Background: an optimization exercise with open tools, aiming at small area, a short achievable clock period and few clock cycles per item. Do not read the settings as production practice.
At most, simulation tests tie the RTL to the original design; equivalence was not proved.
Only the layout flow was run in run 1; the RTL was not checked for function there.
Power and IR drop assume default switching activity.

$ cat flow/flow/run.sh
#!/bin/bash
# Own layout flow: the standard layout (standard.sh, unchanged synthesis,
# floorplan, power grid, placement, CTS and routing) with two changes:
#  - ports are buffered with sky130_fd_sc_hd__buf_2 instead of the default
#    delay buffer;
#  - timing repair aims for extra setup slack (SETUP_SLACK_MARGIN).
# Each tool's full output stays in orfs/logs; make's output goes to standard.log.
set -euo pipefail
export BUFFER_PORTS_ARGS="-buffer_cell sky130_fd_sc_hd__buf_2"
export SETUP_SLACK_MARGIN=6.5
bash standard.sh > standard.log 2>&1
$ cat flow/standard.sh
#!/bin/bash
# synth_recipe.tcl (not shown) runs the flow's synth.tcl, then flattens the netlist and writes it again
# the make line also repeats each setting of config.mk as NAME=value (left out here)
make -C /OpenROAD-flow-scripts/flow DESIGN_CONFIG=/design/flow/config.mk WORK_HOME=/design/flow/orfs CLKGATE_MAP_FILE= SYNTH_SCRIPT=/design/flow/synth_recipe.tcl "${@:-finish}"
$ cat flow/config.mk
export PLATFORM = sky130hd
export DESIGN_NAME = gated_pulse_count_accumulator
export DESIGN_NICKNAME = gated_pulse_count_accumulator
export VERILOG_FILES = /design/flow/design.v
export SDC_FILE = /design/flow/constraint.sdc
export NUM_CORES = 4
export LEC_CHECK = 0
export CAP_MARGIN = 20
export CORE_MARGIN = 2
export CORE_UTILIZATION = 40
export PLACE_DENSITY = 0.6
export SLEW_MARGIN = 20
$ cat flow/constraint.sdc
create_clock -name core_clock -period 11.0 [get_ports {clk}]
set_input_delay 2.2000 -clock core_clock [delete_from_list [all_inputs] [get_ports {clk}]]
set_output_delay 2.2000 -clock core_clock [all_outputs]
set_load 0.01 [all_outputs]
$ cat flow/design.v
`timescale 1ns / 1ps
package gpca_pkg;
	localparam int HW_COUNT_WIDTH = 16;
	localparam int TOTAL_W        = 32;
	localparam int FOLD_W         = 15;
	localparam int WINDOW_W       = 15;
	localparam int DEBOUNCE_W     = 24;
	localparam int CFG_DATA_W     = 24;
	localparam int CFG_IDX_W      = 2;
	localparam logic [CFG_IDX_W-1:0] CFG_ACTIVE_HIGH    = 2'd0;
	localparam logic [CFG_IDX_W-1:0] CFG_DEBOUNCE_US    = 2'd1;
	localparam logic [CFG_IDX_W-1:0] CFG_FOLD_THRESHOLD = 2'd2;
	localparam logic                RST_ACTIVE_HIGH    = 1'b1;
	localparam logic [FOLD_W-1:0]   RST_FOLD_THRESHOLD = 15'd16384;
	localparam int                  ROUND_W     = DEBOUNCE_W + 1;
	localparam logic [ROUND_W-1:0]  ROUND_UP    = 25'd999;
	localparam int                  RECIP_W     = 26;
	localparam logic [RECIP_W-1:0]  RECIP_1000  = 26'd34359739;
	localparam int                  RECIP_SHIFT = 35;
	typedef struct packed {
		logic [31:0]                       now_ms;
		logic signed [HW_COUNT_WIDTH-1:0]  hw_count;
		logic                              pin_level;
	} sample_t;
	typedef struct packed {
		logic               logical_on;
		logic [TOTAL_W-1:0] accepted_pulses;
		logic [TOTAL_W-1:0] raw_pulses;
		logic [TOTAL_W-1:0] ignored_pulses;
		logic [TOTAL_W-1:0] samples_taken;
		logic [TOTAL_W-1:0] folds_done;
		logic [TOTAL_W-1:0] last_accept_ms;
		logic               clear_request;
	} result_t;
	typedef struct packed {
		logic                active_high;
		logic [WINDOW_W-1:0] window_ms;
		logic [FOLD_W-1:0]   fold_threshold;
	} cfg_t;
endpackage
`timescale 1ns / 1ps
module gpca_cfg (
	input  logic                                 clk,
	input  logic                                 arst_n,
	input  logic                                 cfg_we,
	input  logic [gpca_pkg::CFG_IDX_W-1:0]       cfg_index,
	input  logic [gpca_pkg::CFG_DATA_W-1:0]      cfg_wdata,
	output logic                                 active_high,
	output logic [gpca_pkg::WINDOW_W-1:0]        win_q,
	output logic                                 win_rnz,
	output logic                                 win_zero,    
	output logic [gpca_pkg::FOLD_W-1:0]          fold_threshold,
	output logic                                 busy,
	output logic                                 busy_next    
);
	logic [9:0]  rem_q;      
	logic [3:0]  cnt_q;      
	logic [14:0] quo_q;      
	logic [10:0] trial;
	logic [9:0]  rem_n;
	logic [14:0] quo_n;
	logic        rnz_q;
	logic        wz_q;
	logic        qbit;
	assign trial = {rem_q, quo_q[14]};
	assign qbit  = (trial >= 11'd1000);
	assign busy  = (cnt_q != 4'd0);
	assign busy_next = (cfg_we && cfg_index == gpca_pkg::CFG_DEBOUNCE_US) || (cnt_q > 4'd1);
	always_comb begin
		rem_n = rem_q;
		quo_n = quo_q;
		if (cfg_we && cfg_index == gpca_pkg::CFG_DEBOUNCE_US) begin
			rem_n = {1'b0, cfg_wdata[23:15]};
			quo_n = cfg_wdata[14:0];
		end else if (busy) begin
			rem_n = qbit ? 10'(trial - 11'd1000) : trial[9:0];
			quo_n = {quo_q[13:0], qbit};
		end
	end
	always_ff @(posedge clk or negedge arst_n) begin
		if (!arst_n) begin
			active_high    <= gpca_pkg::RST_ACTIVE_HIGH;
			fold_threshold <= gpca_pkg::RST_FOLD_THRESHOLD;
			rem_q          <= '0;
			quo_q          <= '0;
			cnt_q          <= '0;
			rnz_q          <= 1'b0;
			wz_q           <= 1'b1;
		end else begin
			if (cfg_we && cfg_index == gpca_pkg::CFG_ACTIVE_HIGH) begin
				active_high <= cfg_wdata[0];
			end
			if (cfg_we && cfg_index == gpca_pkg::CFG_FOLD_THRESHOLD) begin
				fold_threshold <= cfg_wdata[gpca_pkg::FOLD_W-1:0];
			end
			if (cfg_we && cfg_index == gpca_pkg::CFG_DEBOUNCE_US) begin
				cnt_q <= 4'd15;
			end else if (busy) begin
				cnt_q <= cnt_q - 4'd1;
			end
			rem_q <= rem_n;
			quo_q <= quo_n;
			rnz_q <= (rem_n != '0);
			wz_q  <= (rem_n == '0) && (quo_n == '0);
		end
	end
	assign win_q    = quo_q;
	assign win_rnz  = rnz_q;
	assign win_zero = wz_q;
endmodule
`timescale 1ns / 1ps
module gpca_add #(
	parameter int W = 32
) (
	input  logic [W-1:0] a,
	input  logic [W-1:0] b,
	input  logic         cin,
	output logic [W-1:0] s,
	output logic         cout
);
	localparam int L = $clog2(W);
	logic [W-1:0] g [0:L];
	logic [W-1:0] p [0:L];
	logic [W:0]   c;
	assign g[0] = a & b;
	assign p[0] = a ^ b;
	for (genvar l = 0; l < L; l++) begin : g_lvl
		for (genvar i = 0; i < W; i++) begin : g_bit
			if (((i >> l) & 1) == 1) begin : g_node
				localparam int J = ((i >> l) << l) - 1;
				assign g[l+1][i] = g[l][i] | (p[l][i] & g[l][J]);
				assign p[l+1][i] = p[l][i] & p[l][J];
			end else begin : g_pass
				assign g[l+1][i] = g[l][i];
				assign p[l+1][i] = p[l][i];
			end
		end
	end
	assign c[0] = cin;
	for (genvar i = 0; i < W; i++) begin : g_carry
		assign c[i+1] = g[L][i] | (p[L][i] & cin);
	end
	assign s    = p[0] ^ c[W-1:0];
	assign cout = c[W];
endmodule
module gpca_core (
	input  logic                            clk,
	input  logic                            arst_n,
	input  logic                            en,
	input  logic [48:0]                     sample,
	input  logic                            active_high,
	input  logic [gpca_pkg::WINDOW_W-1:0]   win_q,
	input  logic                            win_rnz,
	input  logic                            win_zero,
	input  logic [gpca_pkg::FOLD_W-1:0]     thr,
	output logic [193:0]                    result
);
	localparam int TW = gpca_pkg::TOTAL_W;
	logic [15:0]   prev_q;
	logic [TW-1:0] idle_q;
	logic          armed_q;
	logic [TW-1:0] acc_q;
	logic [TW-1:0] raw_q;
	logic [TW-1:0] ign_q;
	logic [TW-1:0] smp_q;
	logic [TW-1:0] fold_q;
	logic [TW-1:0] acct_q;
	logic          on_q;
	logic          clr_q;
	logic [TW-1:0] now;
	logic [15:0]   hw;
	logic          on;
	assign now = sample[48:17];
	assign hw  = sample[16:1];
	assign on  = active_high ? sample[0] : ~sample[0];
	logic [14:0] fp_s;
	logic        fp_c;
	logic [14:0] fn_s;
	logic        fn_c;
	logic [14:0] fn_z;
	logic        fold;
	gpca_add #(.W(15)) u_fold_pos (.a(hw[14:0]), .b(~thr), .cin(1'b1), .s(fp_s), .cout(fp_c));
	gpca_add #(.W(15)) u_fold_neg (.a(hw[14:0]), .b(thr), .cin(1'b0), .s(fn_s), .cout(fn_c));
	assign fn_z[0] = hw[0] ^ thr[0];
	for (genvar i = 1; i < 15; i++) begin : g_fz
		assign fn_z[i] = (hw[i] ^ thr[i]) ^ (hw[i-1] | thr[i-1]);
	end
	assign fold = hw[15] ? (!fn_c || (fn_z == '0)) : fp_c;
	logic [15:0] dm1;
	logic        dm1_c;
	logic        pos;
	gpca_add #(.W(16)) u_dm1 (.a(hw), .b(~prev_q), .cin(1'b0), .s(dm1), .cout(dm1_c));
	assign pos = !(hw[15] ^ !prev_q[15] ^ dm1_c);
	logic        wz;
	logic        idle_nz;
	logic [14:0] la_s;
	logic        la_c;
	logic [14:0] csa_x;
	logic [14:0] csa_y;
	logic [15:0] lb_s;
	logic        lb_c;
	logic        lo_ge;
	logic [16:0] hx;
	logic [16:0] hy;
	logic [16:0] hz;
	logic        hi_eq0;
	logic        hi_eq1;
	logic        hi_zero;
	logic        late;
	assign wz      = win_zero;
	assign idle_nz = (idle_q != '0);
	gpca_add #(.W(15)) u_lo_a (.a(now[14:0]), .b(~idle_q[14:0]), .cin(1'b1), .s(la_s), .cout(la_c));
	assign csa_x = now[14:0] ^ ~idle_q[14:0] ^ ~win_q;
	assign csa_y = (now[14:0] & ~idle_q[14:0]) | (now[14:0] & ~win_q) | (~idle_q[14:0] & ~win_q);
	gpca_add #(.W(16)) u_lo_b (.a({1'b0, csa_x}), .b({csa_y, !win_rnz}), .cin(1'b1), .s(lb_s), .cout(lb_c));
	assign lo_ge = la_c ? lb_c : (lb_c || lb_s[15]);
	assign hx = now[31:15];
	assign hy = ~idle_q[31:15];
	assign hz[0] = hx[0] ^ hy[0];
	for (genvar i = 1; i < 17; i++) begin : g_hz
		assign hz[i] = (hx[i] ^ hy[i]) ^ (hx[i-1] | hy[i-1]);
	end
	assign hi_eq0  = (now[31:15] == idle_q[31:15]);
	assign hi_eq1  = (hz == '0);
	assign hi_zero = la_c ? hi_eq0 : hi_eq1;
	assign late    = !hi_zero || lo_ge;
	logic armed_t;
	logic take;
	logic hit;
	assign armed_t = armed_q || (!on && (wz || (idle_nz && late)));
	assign take    = pos && !wz && armed_t;     
	assign hit     = pos && (wz || armed_t);    
	logic [TW-1:0] d_x;
	logic [TW-1:0] raw_s;
	logic [TW-1:0] acc_s;
	logic [TW-1:0] ign_s;
	logic [TW-1:0] smp_s;
	logic [TW-1:0] fold_s;
	logic          raw_c;
	logic          acc_c;
	logic          ign_c;
	logic          smp_c;
	logic          fold_c;
	assign d_x = {{(TW-16){1'b0}}, dm1};
	gpca_add #(.W(TW)) u_raw  (.a(raw_q),  .b(d_x),                     .cin(1'b1),     .s(raw_s),  .cout(raw_c));
	gpca_add #(.W(TW)) u_acc  (.a(acc_q),  .b(wz ? d_x : {TW{1'b0}}),   .cin(1'b1),     .s(acc_s),  .cout(acc_c));
	gpca_add #(.W(TW)) u_ign  (.a(ign_q),  .b(d_x),                     .cin(!armed_t), .s(ign_s),  .cout(ign_c));
	gpca_add #(.W(TW)) u_smp  (.a(smp_q),  .b({TW{1'b0}}),              .cin(1'b1),     .s(smp_s),  .cout(smp_c));
	gpca_add #(.W(TW)) u_fold (.a(fold_q), .b({TW{1'b0}}),              .cin(fold),     .s(fold_s), .cout(fold_c));
	always_ff @(posedge clk or negedge arst_n) begin
		if (!arst_n) begin
			prev_q  <= '0;
			idle_q  <= '0;
			armed_q <= 1'b0;
			acc_q   <= '0;
			raw_q   <= '0;
			ign_q   <= '0;
			smp_q   <= '0;
			fold_q  <= '0;
			acct_q  <= '0;
		end else if (en) begin
			prev_q <= fold ? '0 : hw;
			if (on || take) begin
				idle_q <= '0;
			end else if (!idle_nz) begin
				idle_q <= now;
			end
			armed_q <= armed_t && !take;
			if (pos) begin
				raw_q <= raw_s;
			end
			if (hit) begin
				acc_q  <= acc_s;
				acct_q <= now;
			end
			if (pos && !wz) begin
				ign_q <= ign_s;
			end
			smp_q  <= smp_s;
			fold_q <= fold_s;
		end
	end
	always_ff @(posedge clk) begin
		if (en) begin
			on_q  <= on;
			clr_q <= fold;
		end
	end
	assign result = {on_q, acc_q, raw_q, ign_q, smp_q, fold_q, acct_q, clr_q};
endmodule
`timescale 1ns / 1ps
module gated_pulse_count_accumulator (
	input  logic                             clk,
	input  logic                             arst_n,
	input  logic                             sample_valid,
	output logic                             sample_ready,
	input  logic [48:0]                      sample,
	output logic                             result_valid,
	input  logic                             result_ready,
	output logic [193:0]                     result,
	input  logic                             cfg_we,
	input  logic [gpca_pkg::CFG_IDX_W-1:0]   cfg_index,
	input  logic [gpca_pkg::CFG_DATA_W-1:0]  cfg_wdata
);
	logic                          active_high;
	logic [gpca_pkg::WINDOW_W-1:0] win_q;
	logic                          win_rnz;
	logic                          win_zero;
	logic [gpca_pkg::FOLD_W-1:0]   thr;
	logic                          busy;
	logic                          valid_s1;
	logic                          valid_s2;
	logic                          adv;
	logic                          take_in;
	logic [48:0]                   s1_q;
	assign adv          = valid_s1 && (!valid_s2 || result_ready);
	assign sample_ready = !busy && (!valid_s1 || adv);
	assign take_in      = sample_valid && sample_ready;
	always_ff @(posedge clk or negedge arst_n) begin
		if (!arst_n) begin
			valid_s1 <= 1'b0;
			valid_s2 <= 1'b0;
		end else begin
			if (!valid_s1 || adv) begin
				valid_s1 <= take_in;
			end
			if (!valid_s2 || result_ready) begin
				valid_s2 <= valid_s1;
			end
		end
	end
	always_ff @(posedge clk) begin
		if (take_in) begin
			s1_q <= sample;
		end
	end
	gpca_cfg u_cfg (
		.clk            (clk),
		.arst_n         (arst_n),
		.cfg_we         (cfg_we),
		.cfg_index      (cfg_index),
		.cfg_wdata      (cfg_wdata),
		.active_high    (active_high),
		.win_q          (win_q),
		.win_rnz        (win_rnz),
		.win_zero       (win_zero),
		.fold_threshold (thr),
		.busy           (busy),
		.busy_next      ()
	);
	gpca_core u_core (
		.clk         (clk),
		.arst_n      (arst_n),
		.en          (adv),
		.sample      (s1_q),
		.active_high (active_high),
		.win_q       (win_q),
		.win_rnz     (win_rnz),
		.win_zero    (win_zero),
		.thr         (thr),
		.result      (result)
	);
	assign result_valid = valid_s2;
endmodule
==> results of run 1 <==
[cells in the mapped netlist (25+ instances only)]
cell type	instances
nand2_1	262
o21ai_0	130
ha_1	163
inv_1	130
nand3_1	40
and3_1	25
mux2_2	32
nor2_1	70
a21oi_1	63
and2_1	26
edfxtp_1	51
a21o_1	27
xor2_1	87
clkbuf_1	46
dfrtp_1	287
nand4_1	32
xnor2_1	108
[kinds of logic (layout without fill, tap and decap cells)]
kind of cell,after synthesis,in the layout,share of synthesized area (%)
adders and majority gates,183,183,13.05
AOI/OAI and AO/OA,324,324,10.44
xor gates and xnor gates,195,195,9.138
muxes,33,33,1.982
other,0,1,0
and+or+nand+nor,561,562,14.49
buffers and inverters,187,523,3.850
DFF,341,341,47.04
[worst min path at each step]
| stage | startpoint | endpoint |
|---|---|---|
| floorplan | u_core.prev_q[15] | u_core.prev_q[15] |
| global placement | u_core.ign_q[31] | u_core.ign_q[31] |
| detailed placement | u_core.fold_q[31] | u_core.fold_q[31] |
| CTS | u_core.fold_q[31] | u_core.fold_q[31] |
| global route | u_core.smp_q[26] | u_core.smp_q[26] |
| finish | u_core.acc_q[31] | u_core.acc_q[31] |
[critical path, stage by stage]
cell and delay [ps]:
buf_8 100, nor2b_4 110, a21oi_2 60, buf_2 180
[sequential cells by signal (all words and copies together) (netlist names), 16 cells and up]
| register | flops |
|---|---|
| u_core.fold_q | 32 |
| u_core.acc_q | 32 |
| u_core.acct_q | 32 |
| u_core.prev_q | 16 |
| u_core.raw_q | 32 |
| s1_q | 49 |
| u_core.ign_q | 32 |
| u_core.idle_q | 32 |
| u_core.smp_q | 32 |
[metrics by stage]
step | power (mW) | util (%) | setup WS [ps] | hold slack, ps
6_report | 5.922 | 49.77 | 6150 | 465.2
5_1_grt | 6.360 | 49.77 | 6118 | 494.9
4_1_cts | 5.731 | 48.73 | 6140 | 471.3
3_5_place_dp | 4.081 | 44.74 | 5472 | 461.2
3_3_place_gp | 4.015 | 44.74 | 5603 | 454.2
2_1_floorplan | 3.390 | - | 6408 | 449.8
[final cells by class]
class / instances / area share, %
multi-input combinational: 1297 / 42.71
inverter: 131 / 2.131
sequential: 341 / 38.11
tap: 607 / 3.292
timing repair buffer: 319 / 7.896
clock buffer: 58 / 5.027
clock inverter: 15 / 0.8243
antenna: 1 / 0.01085
[layout by cell type, fill, tap and decap left out, types with 6 or more instances in the layout]
cell type	Yosys	routed
o31ai_1	8	7
fa_1	20	16
o22ai_1	18	17
buf_4	4	30
a211oi_1	9	6
and2_1	26	23
nand2b_1	7	7
xnor2_1	108	102
clkbuf_8	0	7
nand2_1	262	259
o21ai_0	130	128
clkinv_2	0	6
nand3_1	40	37
nor4_1	18	16
clkbuf_1	46	10
and4_1	12	10
a21oi_1	63	57
ha_4	0	12
nand4_1	32	32
buf_2	2	273
buf_6	0	10
and3_1	25	22
a21oi_2	1	6
o211ai_1	8	8
or3_1	7	6
nor3_1	20	16
a21o_1	27	26
a31oi_1	16	15
xor2_1	87	84
ha_1	163	149
o21a_1	12	12
nor2b_1	10	8
inv_1	130	129
clkbuf_16	0	41
nor2_1	70	63
dfrtp_1	287	287
edfxtp_1	51	51
mux2_2	32	32
o21bai_1	6	6
[per-layer routing]
layer	share of wire, %	vias up	routed length (um)	GRT usage (%)
li1	-	6897	-	-
met3	4.6	75	2219	3.134
met5	0.058	-	28	0
met2	47	304	22620	31.74
met1	45	6982	21720	26.77
met4	3.0	4	1441	7.539
[report_power, final]
part           total [mW]  switching, mW  internal, mW
Sequential           1.77          0.225          1.54
Clock                1.37          0.545         0.828
Combinational        2.78           1.53          1.25
Total                5.92           2.30          3.62
[what timing repair did]
item                       4_1_cts  5_1_grt
setup endpoints to repair       53       90
cloned                           2        1
pin swaps                       32       46
buffers inserted                16       13
resized for setup               54       63
==> reports/metrics.yaml, run 1 <==
sta:
  grt_setup_unrepaired: "yes"
  drv_slew: 0
  finalSetupTns_ps: 0
  finalCriticalPeriod_ps: 4850
  max_slew_margin_pct: 37.53
  fmax_ghz: 0.2062
  hold_violations: 0
  skew_ps: 19.92
  tightest_slew_ps: 937.0
  period_share_pct: 44.09
  setup_viol: 0
floorplanning:
  io_pins: 276
  rows: 79
  initial_core_util_pct: 40.31
  die_area_sq_mm: 0.04847
  core_sq_mm: 0.04636
  die_y_um: 220.2
  die_w_um: 220.2
worst_hold_path:
  hold_path_class: "reg -> reg"
  holdPathStages: 1
synth:
  synth_top_area_cell: "dfrtp_1"
  ys_ff_latch: 341
  yosysUniqueCellTypes: 69
  yosysTopAreaCellShare_pct: 38.43
  ys.flop_type: "dfrtp_1"
  postSynthAreaPerCell_sq_um: 10.25
  synth-edff-count: 51
  synth_warnings: 12
  syn_area_sq_mm: 0.01869
  async_reset_ff_share_pct: 85.04
  synthesis.nets: 2087
  synthTopCellsByArea: "dfrtp_1 (38%), ha_1 (11%), edfxtp_1 (8.2%), nand2_1 (5.3%), xnor2_1 (5.1%)"
  syn_inst: 1824
  synth_seq_area_share_pct: 47.04
worst_setup_path:
  critPathLaunchType: "primary input"
  cp_max_fo: 2
  criticalPathCategory: "in -> out"
  startpoint: "result_ready"
  endpoint: "sample_ready"
  rr_startpoint: "s1_q[1]"
  reg2reg_to: "u_core.ign_q[28]"
  required_ps: 8800
  critPathArrivalTime_ps: 2650
  worstSetupEndpointType: "output pin"
  reg2reg_depth: 19
  r2r_setup_slack_ps: 6500
global_routing:
  grt_pass1_vias: 13970
  grt_use_total_pct: 19.70
  grt_pass1_wl_um: 75260
  antenna_found_initial: 3
  grt_overflow_total: 0
  grt_max_degree: 97
final_layout:
  fillers: 4247
  nets: 2393
  multi_input_area_sq_mm: 0.009854
  drive_gt1_share_pct: 23.97
  seq_area_sq_mm: 0.008792
  instances_no_fill: 2769
  areaGrowthSynthToFinish_pct: 23.45
  design_area_sq_mm: 0.02307
route:
  drtPass1Iterations: 5
  drtAntennaViolNets: 0
  vias: 14260
  wire_per_inst_um: 17.34
  routed_wl_um: 48030
  avgViaCountPerCell: 5.151
  first_iter_violations: 798
  drc: 0
run_status:
  status: "complete, no violations"
cts:
  cts_tree: "done"
  ctsHoldBuffers: 0
  h-tree-depth: 2
  cts.sinks: 341
  clkLatencyLatePin_ps: 570
  cts_buffers: 40
  root_buffer: "clkbuf_16"
  clk_pin_slew_ps: 60
  clk_path_buf_depth: 3
power:
  peakVddDrop_mv: 0.1405
  p_leak_nw: 11.44
  power_density_mw_per_mm2: 256.7
placement:
  placed_area_sq_mm: 0.02074
  gp_congestion: 0.8629
  place_inst: 2663
  io_buffers: 275
  dpl.hpwl_um: 34180
run:
  drv.max_cap_violation_count: 0
==> run 2, diff against run 1 <==
--- a/flow/design.v
+++ b/flow/design.v
@@ -118,7 +118,7 @@
 	output logic [W-1:0] s,
 	output logic         cout
 );
-	localparam int L = $clog2(W);
+	localparam int L = (W <= 2) ? 1 : (W <= 4) ? 2 : (W <= 8) ? 3 : (W <= 16) ? 4 : (W <= 32) ? 5 : 6;
 	logic [W-1:0] g [0:L];
 	logic [W-1:0] p [0:L];
 	logic [W:0]   c;
==> run 2 against run 1 <==
  * Core utilization unchanged
  * Die area unchanged
  * Largest cell class unchanged
  * Maximum frequency unchanged
  * Via count unchanged
  * Synthesized area unchanged
  * Cell area unchanged
  * Total power unchanged
  * Sequential power about the same
  * Count of clock-buffer cells in the layout unchanged
  * Global-route usage unchanged
  * Sequential cell count unchanged
==> reports/metrics.yaml, run 2 <==
floorplanning:
  die_area_sq_mm: 0.04847
  core_sq_mm: 0.04636
  die_w_um: 220.2
  rows: 79
  initial_core_util_pct: 40.31
  die_y_um: 220.2
  io_pins: 276
sta:
  max_slew_margin_pct: 37.53
  period_share_pct: 44.09
  finalSetupTns_ps: 0
  hold_slack_ps: 465.2
  setup_viol: 0
  fin_ws_ps: 6150
  drv_slew: 0
  hold_violations: 0
  skew_ps: 19.92
  tightest_slew_ps: 937.0
  finalCriticalPeriod_ps: 4850
  fmax_ghz: 0.2062
  grt_setup_unrepaired: "yes"
synth:
  synth-edff-count: 51
  syn_area_sq_mm: 0.01869
  ys.flop_type: "dfrtp_1"
  yosysTopAreaCellShare_pct: 38.43
  syn_inst: 1824
  synthTopCellsByCount: "dfrtp_1 (287), nand2_1 (262), ha_1 (163), inv_1 (130), o21ai_0 (130)"
  yosysUniqueCellTypes: 69
  synth_warnings: 12
  synthesis.nets: 2087
  async_reset_ff_share_pct: 85.04
  synthTopCellsByArea: "dfrtp_1 (38%), ha_1 (11%), edfxtp_1 (8.2%), nand2_1 (5.3%), xnor2_1 (5.1%)"
  synth_seq_area_share_pct: 47.04
  postSynthAreaPerCell_sq_um: 10.25
  ys_ff_latch: 341
  yosysMostFrequentCell: "dfrtp_1"
  synth_top_area_cell: "dfrtp_1"
final_layout:
  mostFrequentLayoutCells: "dfrtp_1 (287), buf_2 (273), nand2_1 (259), ha_1 (149), inv_1 (129)"
  fillers: 4247
  largest-register: "s1_q"
  finish.utilization_pct: 49.77
  largest_reg_flops: 49
  final_common_cell: "dfrtp_1"
  drive_gt1_share_pct: 23.97
  nets: 2393
  instances_no_fill: 2769
  areaGrowthSynthToFinish_pct: 23.45
  multi_input_area_sq_mm: 0.009854
  seq_area_sq_mm: 0.008792
  design_area_sq_mm: 0.02307
worst_hold_path:
  hold_path_class: "reg -> reg"
route:
  vias: 14260
  wire_per_inst_um: 17.34
  drtAntennaViolNets: 0
  routed_wl_um: 48030
  drtPass1Iterations: 5
  first_iter_violations: 798
  avgViaCountPerCell: 5.151
  drc: 0
power:
  seq_power_share_pct: 29.8
  combPwrFrac_pct: 47.0
  switching_share_pct: 38.91
  clkPwrFrac_pct: 23.2
  p_int_mw: 3.617
  peakVddDrop_mv: 0.1405
  switchingPower_mw: 2.304
  p_leak_nw: 11.44
  finalPower_mw: 5.922
  power_density_mw_per_mm2: 256.7
global_routing:
  antenna_found_initial: 3
  grt_use_total_pct: 19.70
  grt_max_degree: 97
  grt_pass1_vias: 13970
  grt_pass1_wl_um: 75260
  grt_overflow_total: 0
worst_setup_path:
  criticalPathCategory: "in -> out"
  critPathArrivalTime_ps: 2650
  critPathLaunchType: "primary input"
  required_ps: 8800
  cp_max_fo: 2
  worstSetupEndpointType: "output pin"
placement:
  place_inst: 2663
  gp_congestion: 0.8629
  post-place-ws_ps: 5472
  io_buffers: 275
  dpl.hpwl_um: 34180
  placed_area_sq_mm: 0.02074
cts:
  cts.sinks: 341
  cts_tree: "done"
  clk_pin_slew_ps: 60
  clk_path_buf_depth: 3
  root_buffer: "clkbuf_16"
  cts_buffers: 40
  clkLatencyLatePin_ps: 570
  h-tree-depth: 2
run_status:
  status: "complete, no violations"
run:
  drv.max_cap_violation_count: 0
## run 2: final cells by class
class	instances	share of cell area, %
tap	607	3.292
antenna	1	0.01085
multi-input combinational	1297	42.71
sequential	341	38.11
clock buffer	58	5.027
timing repair buffer	319	7.896
inverter	131	2.131
clock inverter	15	0.8243
## run 2: routing by layer
metal  part of all wire [%]  GRT usage, %  wire length, um  vias up
met5                  0.058             0               28        -
met4                    3.0         7.539             1441        4
met3                    4.6         3.134             2219       75
met1                     45         26.77            21720     6982
met2                     47         31.74            22620      304
li1                       -             -                -     6897
## run 2: worst paths after layout
kind	from	slack, ps	endpoint	cells past startpoint
min in group asynchronous	arst_n	1660	u_core.ign_q[30]	1
min	u_core.acc_q[31]	470	u_core.acc_q[31]	1
max reg2reg	s1_q[1]	6500	u_core.ign_q[28]	19
max in group asynchronous	arst_n	7220	u_cfg.cnt_q[1]	3
min reg2reg	u_core.acc_q[31]	470	u_core.acc_q[31]	1
max	result_ready	6150	sample_ready	4
## run 2: what timing repair did
item / in CTS / in global routing
buffers inserted: 16 / 13
hold buffers: 0 / 0
endpoints found under the setup margin: 53 / 90
gates resized for setup: 54 / 63
pin swaps: 32 / 46
gates cloned: 2 / 1
## run 2: power by group through the flow
| stage | sequential (mW) | clock, mW | combinational [mW] |
|---|---|---|---|
| finish | 1.77 | 1.37 | 2.78 |
| global route | 1.80 | 1.46 | 3.10 |
| CTS | 1.76 | 1.41 | 2.55 |
| detailed placement | 1.78 | 0 | 2.30 |
| global placement | 1.77 | 0 | 2.24 |
| floorplan | 1.77 | 0 | 1.62 |
## run 2: cell families after synthesis
| group | count (synthesis) | synth area share, % |
|---|---|---|
| adders and majority gates | 183 | 13.05 |
| AOI/OAI and AO/OA | 324 | 10.44 |
| xor gates and xnor gates | 195 | 9.138 |
| muxes | 33 | 1.982 |
| and+or+nand+nor | 561 | 14.49 |
| buffers and inverters | 187 | 3.850 |
| DFF | 341 | 47.04 |
## run 2: critical path, stage by stage
cell,delay (ps)
buf_8,100
nor2b_4,110
a21oi_2,60
buf_2,180
Testbench counts of run 2, summed over its fixed seeds: cycles 24,128, items 24,000.

port drivers added, routing unchanged:
How much do the figures lean on ideal ports? The routed layouts below were timed once more, with nothing changed but the port constraints.
Step 1: set_driving_cell puts a clkbuf_16 on clk and a buf_2 on each other input, an assumption about the parent block.
Step 2, shift: input delay + t, output delay - t, t = (earliest + latest rising clock arrival at the registers) / 2. This alone moves slack from input paths to output paths.
Slacks: ideal ports / drivers / drivers and shift; pairs: ideal ports / drivers.
run	shift t [ns]	setup slack, ns	clock arrival spread, ns	slew at the worst register clock pin (ns)	pins driven straight from the clock port
run 1	0.617	6.150 / 6.104 / 5.978	0.020 / 0.020	0.06 / 0.06	1
run 2	0.617	6.150 / 6.104 / 5.978	0.020 / 0.020	0.06 / 0.06	1
After both steps setup and hold are still met in every run listed.
